Context: an optimization exercise on an open-source flow, tuned for small area. The choices shown serve that exercise and are no tape-out recipe. Only simulation tests tie the RTL to the original design; equivalence was not proved. Power is estimated from default activity; no workload was simulated.

// dprio_resp_top
module dprio_resp_top (
  input  logic        clock,
  input  logic        reset,
  input  logic [15:0] dprio_addr,
  input  logic [8:0]  quad_addr,
  input  logic [15:0] dprio_wrdata,
  input  logic        dprio_wren,
  input  logic        dprio_rden,
  input  logic        retain_addr,
  output logic        dprio_busy,
  output logic [15:0] dprio_rddata,
  output logic        protocol_err,
  output logic [7:0]  testbuses
);
  dprio_resp_c3gxb u_resp (
    .clock        (clock),
    .reset        (reset),
    .dprio_addr   (dprio_addr),
    .quad_addr    (quad_addr),
    .dprio_wrdata (dprio_wrdata),
    .dprio_wren   (dprio_wren),
    .dprio_rden   (dprio_rden),
    .retain_addr  (retain_addr),
    .dprio_busy   (dprio_busy),
    .dprio_rddata (dprio_rddata),
    .protocol_err (protocol_err),
    .testbuses    (testbuses)
  );
endmodule
Size in the first run: roughly 2500 cells after synthesis, about 2100 flip-flops, about 72 I/O pins, ~45000 µm² of cells after synthesis.
Settings: LEC_CHECK=0, CAP_MARGIN=20, CORE_MARGIN=2, CORE_UTILIZATION=40, PLACE_DENSITY=0.7, SLEW_MARGIN=20; clock period 8.0 ns.
standard.sh (not shown) runs the stock make flow with config.mk's settings and CLKGATE_MAP_FILE= SYNTH_SCRIPT=/design/flow/synth_recipe.tcl, a recipe that flattens the netlist after the stock synthesis.
==> flow/flow/run.sh <==
#!/bin/bash
set -euo pipefail
here=$(pwd)
export BUFFER_PORTS_ARGS="-buffer_cell sky130_fd_sc_hd__buf_1"
export CTS_ARGS="-sink_clustering_enable -repair_clock_nets -buf_list sky130_fd_sc_hd__clkbuf_8 -sink_clustering_size 22 -sink_clustering_max_diameter 50 -dont_use_dummy_load"
rm -rf "$here/synth_scripts"
cp -r "$FLOW_HOME/scripts" "$here/synth_scripts"
cp "$here/flow/abc_area_map.script" "$here/synth_scripts/abc_speed.script"
bash standard.sh SCRIPTS_DIR="$here/synth_scripts" synth > synth.log 2>&1
bash standard.sh > standard.log 2>&1
==> flow/flow/abc_area_map.script <==
strash
dc2
dch -f
map -a
strash
dc2
dch -f
map -a
strash
dch -f
map -a
topo
stime -c
The first run finished clean.
==> next run, changes <==
- CTS_BUF_LIST: unset -> sky130_fd_sc_hd__clkbuf_8
- CTS_CLUSTER_DIAMETER: unset -> 50
- CTS_CLUSTER_SIZE: unset -> 20
- PLACE_DENSITY: 0.7 -> unset
What happened: Final area is higher slightly. Routed wire length goes down by a few percent. Final cell count is about the same. Clock-buffer cell count increases by 17. Sequential share of layout area is lower by 0.39 points. Die area does not change. Via count is about the same. Area after synthesis does not change.
==> next run, changes <==
- CTS_CLUSTER_SIZE: 20 -> 22
- PLACE_DENSITY: unset -> 0.75
- The changed run finished clean
- worst setup slack degrades by 3.5 ps
- routed wire length went up by 6.2%
- synthesized cell count stays the same
- hold slack improves by 3.2 ps
- total power went down by 1.6%

Another version of the RTL of dprio_resp_top (not shown whole).
For scale: ~2600 cells after synthesis, roughly 72 I/O pins, about 46000 um^2 of cells after synthesis.
clock: 8.0 ns
lec_check: 0
cap_margin: 20
core_margin: 2
core_utilization: 40
cts_buf_list: sky130_fd_sc_hd__clkbuf_8
cts_cluster_diameter: 50
cts_cluster_size: 20
slew_margin: 20
==> flow/flow/run.sh <==
#!/bin/bash
set -euo pipefail
export BUFFER_PORTS_ARGS="-buffer_cell sky130_fd_sc_hd__buf_1"
export CTS_ARGS="-sink_clustering_enable -repair_clock_nets -buf_list sky130_fd_sc_hd__clkbuf_8 -sink_clustering_size 20 -sink_clustering_max_diameter 50 -dont_use_dummy_load"
bash standard.sh > standard.log 2>&1
Then changed:
==> flow/flow/run.sh (replaced) <==
#!/bin/bash
set -euo pipefail
export BUFFER_PORTS_ARGS="-buffer_cell sky130_fd_sc_hd__buf_1"
export CTS_ARGS="-sink_clustering_enable -repair_clock_nets -buf_list sky130_fd_sc_hd__clkbuf_8 -sink_clustering_size 22 -sink_clustering_max_diameter 50 -dont_use_dummy_load"
bash standard.sh > standard.log 2>&1
Result: The changed run completed with no timing, DRC or antenna violations. Count of clock-buffer cells in the layout goes down by 15. Sequential share of layout area rose by 0.37 points. Setup slack gains 0.023 ns. Synthesized cell count does not change. Global-route usage shrinks by 0.18 points. Clock skew increases by 0.010 ns. Via count is lower by 0.69%. Routed wire length falls by 0.68%. Fmax came out higher by 0.60%.

The RTL this note starts from:
==> flow/design.v <==
package dprio_c3gxb_pkg;
  typedef enum logic [1:0] {
    IDLE,
    ADDR_FRAME,
    DATA_FRAME,
    COMPLETE
  } state_t;
  localparam logic [7:0] WIN_BASE   = 8'hC0;
  localparam logic [3:0] REG_C01    = 4'd1;
  localparam logic [3:0] REG_C02    = 4'd2;
  localparam int         CAL_MSB    = 10;
  localparam int         CAL_LSB    = 3;
  localparam int         CAL_EN_BIT = 6;
  function automatic int ch_width(input int n);
    ch_width = (n > 1) ? $clog2(n) : 1;
  endfunction
endpackage
module dprio_resp_regbank (
  input  logic        clock,
  input  logic        reset,
  input  logic        wr_en,       
  input  logic [1:0]  wr_bank,
  input  logic [4:0]  wr_slot,
  input  logic [15:0] wr_data,
  output logic [4:0]  slot,        
  output logic [63:0] loop_in      
);
  logic         clearing, wr_slot_now;
  logic [15:0]  new_word;
  logic [3:0]   replace;
  logic [511:0] sr0, sr1, sr2, sr3;
  always_ff @(posedge clock) begin
    if (reset) begin
      slot     <= '0;
      clearing <= 1'b1;
    end else begin
      slot     <= slot + 5'd1;
      if (slot == 5'd31) clearing <= 1'b0;
    end
  end
  assign wr_slot_now = wr_en && (slot == wr_slot);
  assign new_word    = clearing ? ((slot[3:0] == 4'd2) ? 16'h0004 : 16'h0000) : wr_data;
  always_comb begin
    for (int b = 0; b < 4; b++)
      replace[b] = clearing || (wr_slot_now && wr_bank == 2'(b));
  end
  assign loop_in[15:0]  = replace[0] ? new_word : sr0[511:496];
  assign loop_in[31:16] = replace[1] ? new_word : sr1[511:496];
  assign loop_in[47:32] = replace[2] ? new_word : sr2[511:496];
  assign loop_in[63:48] = replace[3] ? new_word : sr3[511:496];
  always_ff @(posedge clock) begin
    sr0 <= {sr0[495:0], loop_in[15:0]};
    sr1 <= {sr1[495:0], loop_in[31:16]};
    sr2 <= {sr2[495:0], loop_in[47:32]};
    sr3 <= {sr3[495:0], loop_in[63:48]};
  end
endmodule
import dprio_c3gxb_pkg::*;
module dprio_resp_c3gxb (
  input  logic        clock,
  input  logic        reset,
  input  logic [15:0] dprio_addr,
  input  logic [8:0]  quad_addr,
  input  logic [15:0] dprio_wrdata,
  input  logic        dprio_wren,
  input  logic        dprio_rden,
  input  logic        retain_addr,
  output logic        dprio_busy,
  output logic [15:0] dprio_rddata,
  output logic        protocol_err,
  output logic [7:0]  testbuses
);
  localparam logic [6:0] T_ADDR_LAST = 7'd34;
  localparam logic [6:0] T_DATA_LAST = 7'd68;
  localparam logic [6:0] T_COMPLETE  = 7'd69;
  logic [6:0]  tcnt;
  logic        idle, complete, req, retain_ok, in_hit;
  logic        cur_hit, cur_write, last_valid;
  logic [2:0]  cur_ch;
  logic [3:0]  cur_idx;
  logic [15:0] cur_data;           
  logic        cal_wr;
  logic [7:0]  cal_en, cal_ge;
  logic [4:0]  slot;
  logic [63:0] loop_in;
  logic        fetch;
  assign idle       = (tcnt == 7'd0);
  assign complete   = (tcnt == T_COMPLETE);
  assign req        = dprio_wren | dprio_rden;
  assign retain_ok  = dprio_wren & retain_addr & last_valid;
  assign dprio_busy = !idle && !complete;
  assign in_hit     = (dprio_addr[15:14] == 2'b00) && !quad_addr[8] &&
                      (dprio_addr[11:4] == WIN_BASE) && (quad_addr[7:1] == 7'd0);
  always_ff @(posedge clock) begin
    if (reset)          tcnt <= 7'd0;
    else if (idle)      tcnt <= !req ? 7'd0 : retain_ok ? T_ADDR_LAST + 7'd1 : 7'd1;
    else if (complete)  tcnt <= 7'd0;
    else                tcnt <= tcnt + 7'd1;
  end
  assign fetch = dprio_busy && !cur_write && (slot == {cur_ch[0], cur_idx});
  always_ff @(posedge clock) begin
    if (reset) begin
      last_valid   <= 1'b0;
      cur_write    <= 1'b0;
      dprio_rddata <= '0;
      protocol_err <= 1'b0;
      cal_wr       <= 1'b0;
    end else begin
      protocol_err <= idle ? (dprio_wren && (dprio_rden || (retain_addr && !last_valid))) : req;
      if (idle && req) cur_write <= dprio_wren;
      if (tcnt == T_ADDR_LAST) last_valid <= 1'b1;
      if (tcnt == T_DATA_LAST && !cur_write)
        dprio_rddata <= cur_hit ? cur_data : 16'h0000;
      cal_wr <= complete && cur_write && cur_hit;
    end
  end
  always_ff @(posedge clock) begin
    if (idle && req) begin
      cur_data <= dprio_wrdata;
      if (!retain_ok) begin
        cur_hit <= in_hit;
        cur_ch  <= {quad_addr[0], dprio_addr[13:12]};
        cur_idx <= dprio_addr[3:0];
      end
    end else if (fetch) begin
      cur_data <= loop_in[16*cur_ch[2:1] +: 16];
    end
  end
  always_ff @(posedge clock) begin
    if (reset) begin
      cal_en <= '0;
      cal_ge <= '0;
    end else if (cal_wr) begin
      if (cur_idx == REG_C01) cal_ge[cur_ch] <= (cur_data[CAL_MSB:CAL_LSB] >= 8'h30);
      if (cur_idx == REG_C02) cal_en[cur_ch] <= cur_data[CAL_EN_BIT];
    end
  end
  assign testbuses = cal_en & cal_ge;
  dprio_resp_regbank u_regbank (
    .clock   (clock),
    .reset   (reset),
    .wr_en   (cur_write && cur_hit),
    .wr_bank (cur_ch[2:1]),
    .wr_slot ({cur_ch[0], cur_idx}),
    .wr_data (cur_data),
    .slot    (slot),
    .loop_in (loop_in)
  );
endmodule
module dprio_resp_top (
  input  logic        clock,
  input  logic        reset,
  input  logic [15:0] dprio_addr,
  input  logic [8:0]  quad_addr,
  input  logic [15:0] dprio_wrdata,
  input  logic        dprio_wren,
  input  logic        dprio_rden,
  input  logic        retain_addr,
  output logic        dprio_busy,
  output logic [15:0] dprio_rddata,
  output logic        protocol_err,
  output logic [7:0]  testbuses
);
  dprio_resp_c3gxb u_resp (
    .clock        (clock),
    .reset        (reset),
    .dprio_addr   (dprio_addr),
    .quad_addr    (quad_addr),
    .dprio_wrdata (dprio_wrdata),
    .dprio_wren   (dprio_wren),
    .dprio_rden   (dprio_rden),
    .retain_addr  (retain_addr),
    .dprio_busy   (dprio_busy),
    .dprio_rddata (dprio_rddata),
    .protocol_err (protocol_err),
    .testbuses    (testbuses)
  );
endmodule
clock: 8.0 ns
lec_check: 0
cap_margin: 20
core_margin: 2
core_utilization: 40
cts_buf_list: sky130_fd_sc_hd__clkbuf_8
cts_cluster_diameter: 50
cts_cluster_size: 20
slew_margin: 20
run.sh (not shown) runs the stock make flow with config.mk's settings and CLKGATE_MAP_FILE= SYNTH_SCRIPT=/design/flow/synth_recipe.tcl, a recipe that flattens the netlist after the stock synthesis.
Stock flow here: none of the scripts above is used.
Next try:
==> flow/flow/run.sh (new file) <==
#!/bin/bash
set -euo pipefail
export BUFFER_PORTS_ARGS="-buffer_cell sky130_fd_sc_hd__buf_1"
export CTS_ARGS="-sink_clustering_enable -repair_clock_nets -buf_list sky130_fd_sc_hd__clkbuf_16 -sink_clustering_size 44 -sink_clustering_max_diameter 50 -dont_use_dummy_load"
bash standard.sh > standard.log 2>&1
==> flow/standard.sh (new file) <==
#!/bin/bash
# synth_recipe.tcl (not shown) runs the flow's synth.tcl, then flattens the netlist and writes it again
# the make line also repeats each setting of config.mk as NAME=value (left out here)
make -C /OpenROAD-flow-scripts/flow DESIGN_CONFIG=/design/flow/config.mk WORK_HOME=/design/flow/orfs CLKGATE_MAP_FILE= SYNTH_SCRIPT=/design/flow/synth_recipe.tcl "${@:-finish}"
removed: flow/run.sh
Sequential share of layout area goes down by 0.66 points.
Via count barely changes.
Hold slack loses 0.066 ns.
Utilization goes up by 0.35 points.
Final cell count goes down by about 0.9%.
Cell area goes up by 0.79%.
Non-clock buffer count goes down by 2.
Next try:
==> flow/run.sh (new file) <==
#!/bin/bash
# synth_recipe.tcl (not shown) runs the flow's synth.tcl, then flattens the netlist and writes it again
# the make line also repeats each setting of config.mk as NAME=value (left out here)
make -C /OpenROAD-flow-scripts/flow DESIGN_CONFIG=/design/flow/config.mk WORK_HOME=/design/flow/orfs CLKGATE_MAP_FILE= SYNTH_SCRIPT=/design/flow/synth_recipe.tcl finish
CTS_BUF_LIST = sky130_fd_sc_hd__clkbuf_16   (was sky130_fd_sc_hd__clkbuf_8)
CTS_CLUSTER_DIAMETER = 80   (was 50)
CTS_CLUSTER_SIZE = 30   (was 20)
removed: flow/flow/run.sh
removed: flow/standard.sh
Effect:
- The new run finished with timing, DRC and antenna clean
- wire length came out lower by 1.8%
- utilization came out lower by 0.13 points
- non-clock buffer count came out higher by 2
- cell count barely changes
- fmax came out lower by 7.4%
- first-iteration DRC count came out lower by 0.59%
- via count came out lower by 1.7%
- setup slack got worse by 0.30 ns
- hold slack improved by 0.073 ns
- final area stays flat

==> what the ideal ports hide <==
No port has a modelled driver above. Below, the same layouts with a new extraction and two added sets of constraints. Step 1 assumes that a clkbuf_16 drives the clock port and a buf_2 every other input. Step 2, shift: input delay + t, output delay - t, t = (earliest + latest rising clock arrival at the registers) / 2. This alone moves slack from input paths to output paths. Three values: no drivers, after step 1, after step 2; two values: the first two.
| run | t, ns | setup slack, ns | hold slack, ns | worst data-port slew with drivers (ns) | cell pins on the clock port's net |
|---|---|---|---|---|---|
| the first run of note 1 | 0.772 | 4.058 / 4.000 / 3.811 | 0.234 / 0.234 / 0.234 | 0.15 | 1 |
| the second run of note 1 | 0.831 | 4.358 / 4.293 / 3.697 | 0.236 / 0.236 / 0.236 | 0.09 | 1 |
| the third run of note 1 | 0.763 | 4.355 / 4.290 / 3.807 | 0.239 / 0.239 / 0.239 | 0.09 | 1 |
| the first run of note 2 | 0.811 | 4.150 / 4.086 / 4.473 | 0.243 / 0.243 / 0.243 | 0.08 | 1 |
| the second run of note 2 | 0.782 | 4.173 / 4.112 / 4.392 | 0.244 / 0.244 / 0.244 | 0.08 | 1 |
| the first run of note 3 | 0.826 | 3.822 / 3.758 / 4.563 | 0.302 / 0.302 / 0.302 | 0.08 | 1 |
| the second run of note 3 | 0.718 | 4.243 / 4.178 / 4.406 | 0.236 / 0.236 / 0.236 | 0.08 | 1 |
| the third run of note 3 | 0.722 | 3.943 / 3.879 / 4.556 | 0.309 / 0.309 / 0.309 | 0.08 | 1 |
After both steps every run listed still meets setup and hold. For the second run of note 1, which loses most, drivers alone change the setup slack by -0.065 ns; drivers and shift together by -0.661 ns.
